This design comes from an exercise in tuning for a short achievable clock period and few clock cycles per item on the open sky130 flow, not from production work.
Function was checked by simulation only, so behaviour that the tests miss may differ from the original.
No activity file was given, so power comes from the tool's default toggle rates.

==> design.v <==
package lfu_pkg;
    localparam int MAX_FRAMES = 8;
    localparam int PAGE_BITS  = 8;
    localparam int PAGE_COUNT = 1 << PAGE_BITS;
    localparam int CNT_W      = 16;
    localparam int CFG_W      = 4;
    localparam int OCC_W      = $clog2(MAX_FRAMES + 1);
    localparam int IDX_W      = (MAX_FRAMES > 1) ? $clog2(MAX_FRAMES) : 1;
    localparam logic [CFG_W-1:0] CAP_RESET = 4'd8;
    typedef struct packed {
        logic [7:0] page_number;
        logic       last_ref;
    } t_req;
    typedef struct packed {
        logic        hit;
        logic [15:0] fault_total;
        logic        final_res;
    } t_res;
    typedef enum logic [2:0] {
        S_IDLE,
        S_UPDATE,
        S_WRITE,
        S_BUBBLE,
        S_DONE
    } t_state;
    typedef struct packed {
        logic load;
        logic update;
        logic wr_page;
        logic bub_step;
        logic done;
    } t_cmd;
    typedef struct packed {
        logic bub_stop;
    } t_sts;
endpackage
module lfu_ctrl (
    input  logic          i_clk,
    input  logic          i_rst_n,
    input  logic          i_start,
    input  lfu_pkg::t_sts i_sts,
    output lfu_pkg::t_cmd o_cmd,
    output logic          o_busy
);
    lfu_pkg::t_state r_state;
    lfu_pkg::t_state n_state;
    always_ff @(posedge i_clk) begin
        if (!i_rst_n) begin
            r_state <= lfu_pkg::S_IDLE;
        end else begin
            r_state <= n_state;
        end
    end
    always_comb begin
        n_state = r_state;
        o_cmd   = '0;
        unique case (r_state)
            lfu_pkg::S_IDLE: begin
                if (i_start) begin
                    o_cmd.load = 1'b1;
                    n_state    = lfu_pkg::S_UPDATE;
                end
            end
            lfu_pkg::S_UPDATE: begin
                o_cmd.update = 1'b1;
                n_state      = lfu_pkg::S_WRITE;
            end
            lfu_pkg::S_WRITE: begin
                o_cmd.wr_page = 1'b1;
                n_state       = lfu_pkg::S_BUBBLE;
            end
            lfu_pkg::S_BUBBLE: begin
                if (i_sts.bub_stop) begin
                    n_state = lfu_pkg::S_DONE;
                end else begin
                    o_cmd.bub_step = 1'b1;
                end
            end
            lfu_pkg::S_DONE: begin
                o_cmd.done = 1'b1;
                n_state    = lfu_pkg::S_IDLE;
            end
            default: begin
                n_state = lfu_pkg::S_IDLE;
            end
        endcase
    end
    assign o_busy = (r_state != lfu_pkg::S_IDLE);
endmodule
module lfu_dp (
    input  logic                      i_clk,
    input  logic                      i_rst_n,
    input  lfu_pkg::t_cmd             i_cmd,
    input  lfu_pkg::t_req             i_req,
    input  logic                      i_cfg_we,
    input  logic [lfu_pkg::CFG_W-1:0] i_cfg_wdata,
    output lfu_pkg::t_sts             o_sts,
    output lfu_pkg::t_res             o_res
);
    logic [lfu_pkg::CFG_W-1:0]     r_cap_cfg;
    logic [lfu_pkg::PAGE_BITS-1:0] r_page;
    logic                 r_last;
    logic [lfu_pkg::PAGE_BITS-1:0] r_slot_page [lfu_pkg::MAX_FRAMES];
    logic [lfu_pkg::CNT_W-1:0]     r_slot_cnt  [lfu_pkg::MAX_FRAMES];
    logic [lfu_pkg::OCC_W-1:0]     r_occ;
    logic [lfu_pkg::CNT_W-1:0]     r_fault;
    logic                 r_found;
    logic [lfu_pkg::IDX_W-1:0]     r_k;
    logic [lfu_pkg::CNT_W-1:0]     r_new_cnt;
    logic [lfu_pkg::CNT_W-1:0]     r_mem [lfu_pkg::PAGE_COUNT];
    logic [lfu_pkg::PAGE_COUNT-1:0] r_vld;
    logic [lfu_pkg::CNT_W-1:0]     r_rd_data;
    logic                 r_rd_vld;
    logic [lfu_pkg::OCC_W-1:0]     cap;
    logic                 found;
    logic [lfu_pkg::IDX_W-1:0]     pos;
    logic                 evict;
    logic                 do_rm;
    logic [lfu_pkg::IDX_W-1:0]     rm_pos;
    logic [lfu_pkg::OCC_W-1:0]     occ_rm;
    logic [lfu_pkg::CNT_W-1:0]     old_cnt;
    logic [lfu_pkg::CNT_W-1:0]     new_cnt;
    logic [lfu_pkg::CNT_W-1:0]     vict_dec;
    logic [lfu_pkg::PAGE_BITS-1:0] sh_page [lfu_pkg::MAX_FRAMES];
    logic [lfu_pkg::CNT_W-1:0]     sh_cnt  [lfu_pkg::MAX_FRAMES];
    logic [lfu_pkg::IDX_W-1:0]     km1;
    logic                 mem_we;
    logic [lfu_pkg::PAGE_BITS-1:0] mem_waddr;
    logic [lfu_pkg::CNT_W-1:0]     mem_wdata;
    logic                 seq_clear;
    always_comb begin
        if (r_cap_cfg == '0) begin
            cap = lfu_pkg::OCC_W'(1);
        end else if (int'(r_cap_cfg) > lfu_pkg::MAX_FRAMES) begin
            cap = lfu_pkg::OCC_W'(lfu_pkg::MAX_FRAMES);
        end else begin
            cap = lfu_pkg::OCC_W'(r_cap_cfg);
        end
    end
    always_comb begin
        found = 1'b0;
        pos   = '0;
        for (int i = lfu_pkg::MAX_FRAMES - 1; i >= 0; i--) begin
            if ((lfu_pkg::OCC_W'(i) < r_occ) && (r_slot_page[i] == r_page)) begin
                found = 1'b1;
                pos   = lfu_pkg::IDX_W'(i);
            end
        end
    end
    assign evict    = !found && (r_occ >= cap);
    assign do_rm    = found || evict;
    assign rm_pos   = found ? pos : '0;
    assign occ_rm   = r_occ - lfu_pkg::OCC_W'(do_rm);
    assign old_cnt  = r_rd_vld ? r_rd_data : '0;
    assign new_cnt  = (old_cnt == '1) ? old_cnt : old_cnt + 1'b1;
    assign vict_dec = (r_slot_cnt[0] == '0) ? '0 : r_slot_cnt[0] - 1'b1;
    always_comb begin
        for (int i = 0; i < lfu_pkg::MAX_FRAMES - 1; i++) begin
            sh_page[i] = r_slot_page[i+1];
            sh_cnt[i]  = r_slot_cnt[i+1];
        end
        sh_page[lfu_pkg::MAX_FRAMES-1] = r_slot_page[lfu_pkg::MAX_FRAMES-1];
        sh_cnt[lfu_pkg::MAX_FRAMES-1]  = r_slot_cnt[lfu_pkg::MAX_FRAMES-1];
    end
    assign km1            = r_k - 1'b1;
    assign o_sts.bub_stop = (r_k == '0) || !(r_slot_cnt[km1] > r_slot_cnt[r_k]);
    assign seq_clear = i_cmd.done && r_last;
    always_ff @(posedge i_clk) begin
        if (!i_rst_n) begin
            r_cap_cfg <= lfu_pkg::CAP_RESET;
            r_occ     <= '0;
            r_fault   <= '0;
            r_vld     <= '0;
        end else begin
            if (i_cfg_we) begin
                r_cap_cfg <= i_cfg_wdata;
            end
            if (i_cmd.update) begin
                r_occ <= occ_rm + 1'b1;
                if (!found && (r_fault != '1)) begin
                    r_fault <= r_fault + 1'b1;
                end
            end
            if (mem_we) begin
                r_vld[mem_waddr] <= 1'b1;
            end
            if (seq_clear) begin
                r_occ   <= '0;
                r_fault <= '0;
                r_vld   <= '0;
            end
        end
    end
    always_ff @(posedge i_clk) begin
        if (i_cmd.load) begin
            r_page <= i_req.page_number[lfu_pkg::PAGE_BITS-1:0];
            r_last <= i_req.last_ref;
        end
        if (i_cmd.update) begin
            r_found   <= found;
            r_k       <= lfu_pkg::IDX_W'(occ_rm);
            r_new_cnt <= new_cnt;
            for (int i = 0; i < lfu_pkg::MAX_FRAMES; i++) begin
                if (lfu_pkg::OCC_W'(i) == occ_rm) begin
                    r_slot_page[i] <= r_page;
                    r_slot_cnt[i]  <= new_cnt;
                end else if (do_rm && (lfu_pkg::IDX_W'(i) >= rm_pos)) begin
                    r_slot_page[i] <= sh_page[i];
                    r_slot_cnt[i]  <= sh_cnt[i];
                end
            end
        end
        if (i_cmd.bub_step) begin
            r_slot_page[km1] <= r_slot_page[r_k];
            r_slot_cnt[km1]  <= r_slot_cnt[r_k];
            r_slot_page[r_k] <= r_slot_page[km1];
            r_slot_cnt[r_k]  <= r_slot_cnt[km1];
            r_k              <= km1;
        end
    end
    always_comb begin
        mem_we    = 1'b0;
        mem_waddr = r_page;
        mem_wdata = r_new_cnt;
        if (i_cmd.update && evict) begin
            mem_we    = 1'b1;
            mem_waddr = r_slot_page[0];
            mem_wdata = vict_dec;
        end else if (i_cmd.wr_page) begin
            mem_we = 1'b1;
        end
    end
    always_ff @(posedge i_clk) begin
        if (mem_we) begin
            r_mem[mem_waddr] <= mem_wdata;
        end
        if (i_cmd.load) begin
            r_rd_data <= r_mem[i_req.page_number[lfu_pkg::PAGE_BITS-1:0]];
            r_rd_vld  <= r_vld[i_req.page_number[lfu_pkg::PAGE_BITS-1:0]];
        end
    end
    assign o_res.hit         = r_found;
    assign o_res.fault_total = r_fault;
    assign o_res.final_res   = r_last;
endmodule
module lfu_page_replacement_top (
    input  logic                      i_clk,
    input  logic                      i_rst_n,
    input  logic                      start,
    input  lfu_pkg::t_req             i_req,
    output logic                      busy,
    input  logic                      i_cfg_we,
    input  logic [lfu_pkg::CFG_W-1:0] i_cfg_wdata,
    output logic                      o_res_valid,
    output lfu_pkg::t_res             o_res
);
    lfu_pkg::t_cmd cmd;
    lfu_pkg::t_sts sts;
    lfu_ctrl u_ctrl (
        .i_clk   (i_clk),
        .i_rst_n (i_rst_n),
        .i_start (start),
        .i_sts   (sts),
        .o_cmd   (cmd),
        .o_busy  (busy)
    );
    lfu_dp u_dp (
        .i_clk       (i_clk),
        .i_rst_n     (i_rst_n),
        .i_cmd       (cmd),
        .i_req       (i_req),
        .i_cfg_we    (i_cfg_we),
        .i_cfg_wdata (i_cfg_wdata),
        .o_sts       (sts),
        .o_res       (o_res)
    );
    assign o_res_valid = cmd.done;
endmodule
module lfu_page_replacement (
    input  logic        i_clk,
    input  logic        i_rst_n,
    input  logic        start,
    input  logic [7:0]  i_req_page,
    input  logic        i_req_last,
    output logic        busy,
    input  logic        i_cfg_we,
    input  logic [3:0]  i_cfg_wdata,
    output logic        o_res_valid,
    output logic        o_res_hit,
    output logic [15:0] o_res_fault_total,
    output logic        o_res_final
);
    lfu_pkg::t_req req;
    lfu_pkg::t_res res;
    assign req.page_number = i_req_page;
    assign req.last_ref    = i_req_last;
    lfu_page_replacement_top u_top (
        .i_clk       (i_clk),
        .i_rst_n     (i_rst_n),
        .start       (start),
        .i_req       (req),
        .busy        (busy),
        .i_cfg_we    (i_cfg_we),
        .i_cfg_wdata (i_cfg_wdata),
        .o_res_valid (o_res_valid),
        .o_res       (res)
    );
    assign o_res_hit         = res.hit;
    assign o_res_fault_total = res.fault_total;
    assign o_res_final       = res.final_res;
endmodule
==> run.sh <==
#!/bin/bash
# synth_recipe.tcl (not shown) runs the flow's synth.tcl, then flattens the netlist and writes it again
# the make line also repeats each setting of config.mk as NAME=value (left out here)
make -C /OpenROAD-flow-scripts/flow DESIGN_CONFIG=/design/flow/config.mk WORK_HOME=/design/flow/orfs CLKGATE_MAP_FILE= SYNTH_SCRIPT=/design/flow/synth_recipe.tcl finish
==> config.mk <==
export PLATFORM = sky130hd
export DESIGN_NAME = lfu_page_replacement
export DESIGN_NICKNAME = lfu_page_replacement
export VERILOG_FILES = /design/flow/design.v
export SDC_FILE = /design/flow/constraint.sdc
export NUM_CORES = 4
export LEC_CHECK = 0
export CAP_MARGIN = 20
export CORE_MARGIN = 2
export CORE_UTILIZATION = 40
export SLEW_MARGIN = 20
==> constraint.sdc <==
create_clock -name core_clock -period 8.0 [get_ports {i_clk}]
set_input_delay 1.6000 -clock core_clock [delete_from_list [all_inputs] [get_ports {i_clk}]]
set_output_delay 1.6000 -clock core_clock [all_outputs]
set_load 0.01 [all_outputs]
==> run notes <==
==> layout make-up <==
cell class / count / area (sq um) / area share
Timing Repair Buffer: 505 / 4730 / 0.0223
Clock inverter: 272 / 2850 / 0.0134
Antenna cell: 11 / 27.5 / 0.000130
Inverter: 37 / 139 / 0.000655
Sequential cell: 4620 / 136000 / 0.641
Clock buffer: 581 / 12400 / 0.0583
Tap cell: 6174 / 7720 / 0.0364
Multi-Input combinational cell: 3665 / 48400 / 0.228
==> sequential cells by signal, indices dropped and copies added, names as in the netlist, 4 cells and up, named ones only <==
| signal | flops |
|---|---|
| u_top.u_dp.r_fault | 16 |
| u_top.u_dp.r_slot_page | 64 |
| u_top.u_dp.r_cap_cfg | 4 |
| u_top.u_dp.r_vld | 256 |
| u_top.u_dp.r_occ | 4 |
| u_top.u_dp.r_slot_cnt | 128 |
| u_top.u_dp.r_new_cnt | 16 |
| u_top.u_dp.r_rd_data | 16 |
| u_top.u_dp.r_mem | 4096 |
| u_top.u_dp.r_page | 8 |
==> critical path, cell delays in order (launching register included) <==
cell and delay, ps:
edfxtp_1 810, buf_4 300, xnor2_1 80, nand4_1 110, nor3_1 100, or4_1 730, nor4_4 550, buf_4 300
mux2i_1 770, and2_1 720, nand2_1 760, nor2_1 650, buf_4 310
==> Yosys cell counts (all sizes together) (47+ instances only) <==
cell / instances
edfxtp: 4334
mux4: 1493
clkbuf: 469
nor2: 307
dfxtp: 286
nand2: 282
mux2i: 269
o22ai: 232
o21ai: 178
a22oi: 173
buf: 155
a22o: 117
nand3: 69
xnor2: 65
and2: 49
a21oi: 47
==> stage by stage <==
stage          TNS (ps)  hold WS, ps  power [mW]
3_3_place_gp          0          429        32.9
5_1_grt               0          465        55.8
3_5_place_dp          0          440        33.0
2_1_floorplan  -6712420          420        31.0
4_1_cts               0          448        54.6
6_report              0          447        54.4
==> worst paths after layout <==
path	cells past startpoint	slack, ps	endpoint	start
max	12	1490	u_top.u_dp.r_mem[226][14]	u_top.u_dp.r_page[3]
min	2	450	u_top.u_dp.r_vld[157]	u_top.u_dp.r_vld[157]
max reg2reg	12	1490	u_top.u_dp.r_mem[226][14]	u_top.u_dp.r_page[3]
min reg2reg	2	450	u_top.u_dp.r_vld[157]	u_top.u_dp.r_vld[157]
==> power by group through the flow <==
stage | combinational (mW) | clock [mW] | sequential, mW
6_report | 5.31 | 21.8 | 27.3
5_1_grt | 5.55 | 23.0 | 27.3
4_1_cts | 5.27 | 22.1 | 27.3
3_5_place_dp | 5.26 | 0 | 27.8
3_3_place_gp | 5.16 | 0 | 27.8
2_1_floorplan | 3.14 | 0 | 27.9
==> metal layers <==
metal	global-route usage	share of wire
met1	0.304	0.41
met2	0.336	0.47
met3	0.0396	0.092
met4	0.0593	0.030
met5	0	0.000078
==> kinds of logic after synthesis <==
| family | count (synthesis) | synth area share |
|---|---|---|
| xor gates and xnor gates | 111 | 0.00554 |
| AOI/OAI and AO/OA | 809 | 0.0290 |
| and+or+nand+nor | 912 | 0.0229 |
| muxes | 1798 | 0.197 |
| DFF | 4620 | 0.729 |
| buffers and inverters | 661 | 0.0139 |
| adders and majority gates | 35 | 0.00235 |
==> impl_metrics.yaml <==
sta:
  slew_viol_final: 0
  post-route-period-util: 0.814
  rsz0062_at_grt: "no"
  fin_skew_ps: 142
  maxSlewHeadroom: 0.151
  min_period_ps: 6510
  fmax_mhz: 154
  setup_violations: 0
  worst_pin_slew_ps: 1270
  setup_ws_ps: 1490
  hold_violations: 0
worst_setup_path:
  worstPathArrival_ps: 7200
  cp_max_fo: 16
  critPathRequiredTime_ps: 8690
  path_class: "flop to flop"
  start_kind: "flop"
  worstSetupEndpointType: "flop"
placement:
  io_buffers: 36
  dpl-instance-area_sq_um: 197000
  gp_congestion: 0.874
  dp.cells: 15000
  place_hpwl_mm: 304
  post-place-ws_ps: 1570
clock_network:
  cts_buffers: 463
  htree_levels: 5
  cts_root_buf: "clkbuf_16"
  path_clk_slew_ps: 60
  cts_tree: "built"
  cts.sinks: 4620
  clk_latency_ps: 1050
  ctsHoldBuffers: 0
  clock_path_buffers: 4
  cts_setup_buffers: 0
  cts_resized: 0
pwr:
  total_leakage_power_nw: 66.6
  comb_power_share: 0.098
  p_sw_mw: 13.1
  switching_share: 0.241
  internal_power_mw: 41.3
  vdd_drop_max_uv: 215
  power_frac_seq: 0.502
  p_per_area_nw_per_um2: 256
  clockPowerShare: 0.400
global_routing:
  grt_pass1_vias: 95000
  antenna_found_initial: 42
  grt_pass1_wl_mm: 725
  grt_usage: 0.213
  grt_max_degree: 196
  grt_remaining_overflow: 0
synthesis:
  ys_warn_count: 4
  netlist_top_cells_area: "edfxtp_1 (70%), mux4_2 (18%), dfxtp_1 (3.1%)"
  synth_cell_type_count: 77
  synth_seq_cells: 4620
  yosysTopAreaCellShare: 0.698
  synthesis.instances: 8946
  synth-edff-count: 4334
  yosysTopAreaCell: "edfxtp_1"
  netlist_area_sq_um: 186000
  async_reset_ff_frac: 0
  syn_avg_cell_area_sq_um: 20.8
  syn-num-nets: 8998
  ys_seq_area_frac: 0.729
  synth_ff_type: "edfxtp_1"
layout:
  final_common_cell: "edfxtp_1"
  layout.nets: 9344
  nFillCells: 38300
  fin_area_sq_um: 212000
  area_growth_syn_to_layout_pct: 13.8
  final_cell_mix: "edfxtp_1 (4334), mux4_2 (1493), clkbuf_16 (470)"
  final_cells: 15900
  post-route-util: 0.457
  drive_above_1_share: 0.290
die:
  rows: 250
  die_w_um: 687
  ioPinCount: 37
  die_h_um: 687
  core_sq_um: 464000
  initial_utilization: 0.402
  die-area_sq_um: 471000
route:
  dr.pass1.iters: 6
  vias: 96000
  routed_wl_mm: 511
  dr.first_iter.drc_count: 13200
  detail-route-antenna-nets: 0
  wl_per_cell_um: 32.2
  vias_per_cell: 6.05
  route.detailed.drc: 0
flow_run:
  cap_violations: 0
outcome:
  status: "timing/DRC/antenna clean"
worst_hold_path:
  hold_path_class: "flop to flop"
Testbench counts, summed over its fixed seeds: cycles 113,229, items 16,000.

[re-timing with driven ports]
In the flow no input, the clock included, has a driving cell. The finished layout below was timed again as built, in two steps. Step 1 sets driving cells, clkbuf_16 on the clock port and buf_2 on the other inputs (assumed; they add their load-dependent delay and slew). Step 2 moves the port delays by t, midway between the first and last clock arrival at a register: inputs arrive t later, outputs are due t later. That takes back most of the time a late clock gives input paths. a / b / c = ideal ports / drivers / drivers and shift; a / b = the first two.
t, ns: 1.096
slack for setup (ns): 1.488 / 1.488 / 1.488
hold slack, ns: 0.447 / 0.447 / 0.447
latest minus earliest clock arrival (ns): 0.147 / 0.148
worst register clock-pin slew, ns: 0.07 / 0.07
After both steps setup and hold are still met in this run. The setup slack of this run moves by 0.000 ns with the drivers and by 0.000 ns with both steps.
